What follows belongs to an exercise in optimizing a design on an open flow for small area, a short achievable clock period and few clock cycles; a production flow would make more cautious choices. The RTL was checked by simulation tests, not by an equivalence proof against the original design.

## the baseline
==> flow/design.v (excerpt) <==
module conv1d_pool_layer
#(
  parameter int DW     = 32,
  parameter int FRAC   = 0,
  parameter int IN_CH  = 1,
  parameter int OUT_CH = 2,
  parameter int SIZE_K = 3,
  parameter int POOL   = 2,
  parameter int LEN    = 8
) (
  input  logic                 clk,
  input  logic                 RSTn,
  input  logic                 i_EN_w,
  input  logic                 i_EN_c,
  output logic                 o_busy,
  input  logic [DW*IN_CH-1:0]  i_data,
  input  logic                 i_stb_in,
  output logic                 o_ack_in,
  output logic [DW*OUT_CH-1:0] o_data,
  output logic                 o_stb_out,
  input  logic                 i_ack_out
);
Size: ~11000 cells after synthesis, about 0.099 sq mm of cells after synthesis.
==> module conv1d_pe, before the edit <==
module conv1d_pe (
  input  logic        clk,
  input  logic [31:0] x,                
  input  logic [31:0] xn,               
  input  logic [31:0] wd0, wd1, wd2,    
  input  logic [31:0] bias,
  input  logic        en,               
  input  logic        pool_we,          
  output logic [31:0] res_o             
);
  logic [31:0] u0s_d, u0c_d, u1s_d, u1c_d, uys_d, uyc_d;
  logic [31:0] u0s_q, u0c_q, u1s_q, u1c_q;
  logic [31:0] uysn_q, uycn_q;          
  logic [3:0]  u0e_d, u1e_d, uye_d, u0e_q, u1e_q, uye_q;   
  logic [31:0] yb, pb_q;
  logic        sa_q;                    
  logic        gt;
  conv1d_tap0 u_t0 (.x(x), .xn(xn), .wd(wd0), .s_o(u0s_d), .c_o(u0c_d), .e_o(u0e_d));
  conv1d_tap1 u_t1 (.x(x), .xn(xn), .wd(wd1), .acc_s(u0s_q), .acc_c(u0c_q), .acc_e(u0e_q),
                    .s_o(u1s_d), .c_o(u1c_d), .e_o(u1e_d));
  conv1d_tap1 u_t2 (.x(x), .xn(xn), .wd(wd2), .acc_s(u1s_q), .acc_c(u1c_q), .acc_e(u1e_q),
                    .s_o(uys_d), .c_o(uyc_d), .e_o(uye_d));
  always_ff @(posedge clk) begin
    if (en) begin
      u0s_q <= u0s_d;
      u0c_q <= u0c_d;
      u1s_q <= u1s_d;
      u1c_q <= u1c_d;
      uysn_q <= ~uys_d;
      uycn_q <= ~uyc_d;
      u0e_q <= u0e_d;
      u1e_q <= u1e_d;
      uye_q <= uye_d;
    end
    if (pool_we) begin
      pb_q <= yb;
      sa_q <= ys[31];
    end
  end
  logic [31:0] a, b, bs, bc, ys, d;
  assign a  = {uysn_q[31] ^ (^uye_q), uysn_q[30:0]};    
  assign b  = uycn_q;
  assign bs = a ^ b ^ bias;
  assign bc = (a & b) | (bias & (a ^ b));
  add32 u_y (.a(a),  .b(b),                 .cin(1'b0), .s(ys));    
  add32 u_b (.a(bs), .b({bc[30:0], 1'b0}), .cin(1'b0), .s(yb));
  add32 u_d (.a(yb), .b(~pb_q),            .cin(1'b0), .s(d));     
  assign gt    = (ys[31] ^ sa_q) ? sa_q : ~d[31];
  assign res_o = gt ? yb : pb_q;
endmodule
export LEC_CHECK = 0
export ABC_AREA = 1
export CAP_MARGIN = 20
export CORE_MARGIN = 2
export CORE_UTILIZATION = 55
export SLEW_MARGIN = 20
create_clock -name core_clock -period 17.0 [get_ports {clk}]
standard.sh (not shown) runs the stock make flow with config.mk's settings and CLKGATE_MAP_FILE= SYNTH_SCRIPT=/design/flow/synth_recipe.tcl, a recipe that flattens the netlist after the stock synthesis.
==> flow/flow/run.sh <==
#!/bin/bash
# Standard synthesis, then the standard layout with repair_timing aiming at a
# setup slack margin and buf_4 cells as the port buffers (the SDC, clock period
# and all other settings unchanged).
set -euo pipefail
bash standard.sh synth > synth.log 2>&1
bash standard.sh SETUP_SLACK_MARGIN=12.25 "BUFFER_PORTS_ARGS=-buffer_cell sky130_fd_sc_hd__buf_4" finish > layout.log 2>&1
The baseline | status: complete | timing, DRC, antenna: pass
Testbench counts of the baseline, summed over its fixed seeds: cycles 3,368.
[inputs] the candidate vs the baseline
--- a/flow/design.v
+++ b/flow/design.v
@@ -2032,15 +2032,15 @@
   input  logic [31:0] bias,
   input  logic        en,               
   input  logic        pool_we,          
   output logic [31:0] res_o             
 );
   logic [31:0] u0s_d, u0c_d, u1s_d, u1c_d, uys_d, uyc_d;
-  logic [31:0] u0s_q, u0c_q, u1s_q, u1c_q;
-  logic [31:0] uysn_q, uycn_q;          
+  logic [31:0] u0s_q, u0c_q, u1s_q, u1c_q, uys_q, uyc_q;
   logic [3:0]  u0e_d, u1e_d, uye_d, u0e_q, u1e_q, uye_q;   
+  logic [31:0] us;                      
   logic [31:0] yb, pb_q;
   logic        sa_q;                    
   logic        gt;
   conv1d_tap0 u_t0 (.x(x), .xn(xn), .wd(wd0), .s_o(u0s_d), .c_o(u0c_d), .e_o(u0e_d));
   conv1d_tap1 u_t1 (.x(x), .xn(xn), .wd(wd1), .acc_s(u0s_q), .acc_c(u0c_q), .acc_e(u0e_q),
                     .s_o(u1s_d), .c_o(u1c_d), .e_o(u1e_d));
@@ -2049,26 +2049,27 @@
   always_ff @(posedge clk) begin
     if (en) begin
       u0s_q <= u0s_d;
       u0c_q <= u0c_d;
       u1s_q <= u1s_d;
       u1c_q <= u1c_d;
-      uysn_q <= ~uys_d;
-      uycn_q <= ~uyc_d;
+      uys_q <= uys_d;
+      uyc_q <= uyc_d;
       u0e_q <= u0e_d;
       u1e_q <= u1e_d;
       uye_q <= uye_d;
     end
     if (pool_we) begin
       pb_q <= yb;
       sa_q <= ys[31];
     end
   end
   logic [31:0] a, b, bs, bc, ys, d;
-  assign a  = {uysn_q[31] ^ (^uye_q), uysn_q[30:0]};    
-  assign b  = uycn_q;
+  assign us = {uys_q[31] ^ (^uye_q), uys_q[30:0]};
+  assign a  = ~us;
+  assign b  = ~uyc_q;
   assign bs = a ^ b ^ bias;
   assign bc = (a & b) | (bias & (a ^ b));
   add32 u_y (.a(a),  .b(b),                 .cin(1'b0), .s(ys));    
   add32 u_b (.a(bs), .b({bc[30:0], 1'b0}), .cin(1'b0), .s(yb));
   add32 u_d (.a(yb), .b(~pb_q),            .cin(1'b0), .s(d));     
   assign gt    = (ys[31] ^ sa_q) ? sa_q : ~d[31];
--- outcome ---
| highest clock frequency the design can meet | the candidate vs the baseline | 1.4% higher |
The multi-input gate share of the layout cell area on the candidate is in line with that on the baseline.
The baseline → the candidate: sequential cell area fraction in the yosys report lost 0.26 points; final cell count grew by 236.
The candidate: inverter count of the layout excluding clock inverters 10% above the baseline
Cmp the candidate vs the baseline: area after synthesis higher in the candidate
Taking the baseline as the reference, in the candidate post-place instance area +about 1%, maximum number of pins on one net before global-route repair now sits lower.
Area occupied by multi-input gates (higher): the candidate
Testbench counts of the candidate, summed over its fixed seeds: cycles 3,368.

==> afterwards: timing with drivers on the ports <==
No port has a modelled driver above. Below, the same layouts with a new extraction and two added sets of constraints. Step 1 assumes that a clkbuf_16 drives the clock port and a buf_2 every other input. Step 2 moves the port delays by t, midway between the first and last clock arrival at a register: inputs arrive t later, outputs are due t later. That takes back most of the time a late clock gives input paths. Three values: ideal, step 1, step 2; two values: the first two.
run | t, ns | setup slack, ns | hold WS [ns] | worst setup path after step 2
the baseline | 0.879 | 12.122 / 12.027 / 12.269 | 0.419 / 0.419 / 0.419 | register to register
the candidate | 0.889 | 12.189 / 12.097 / 12.214 | 0.400 / 0.400 / 0.400 | register to register
After both steps every run listed still meets setup and hold.
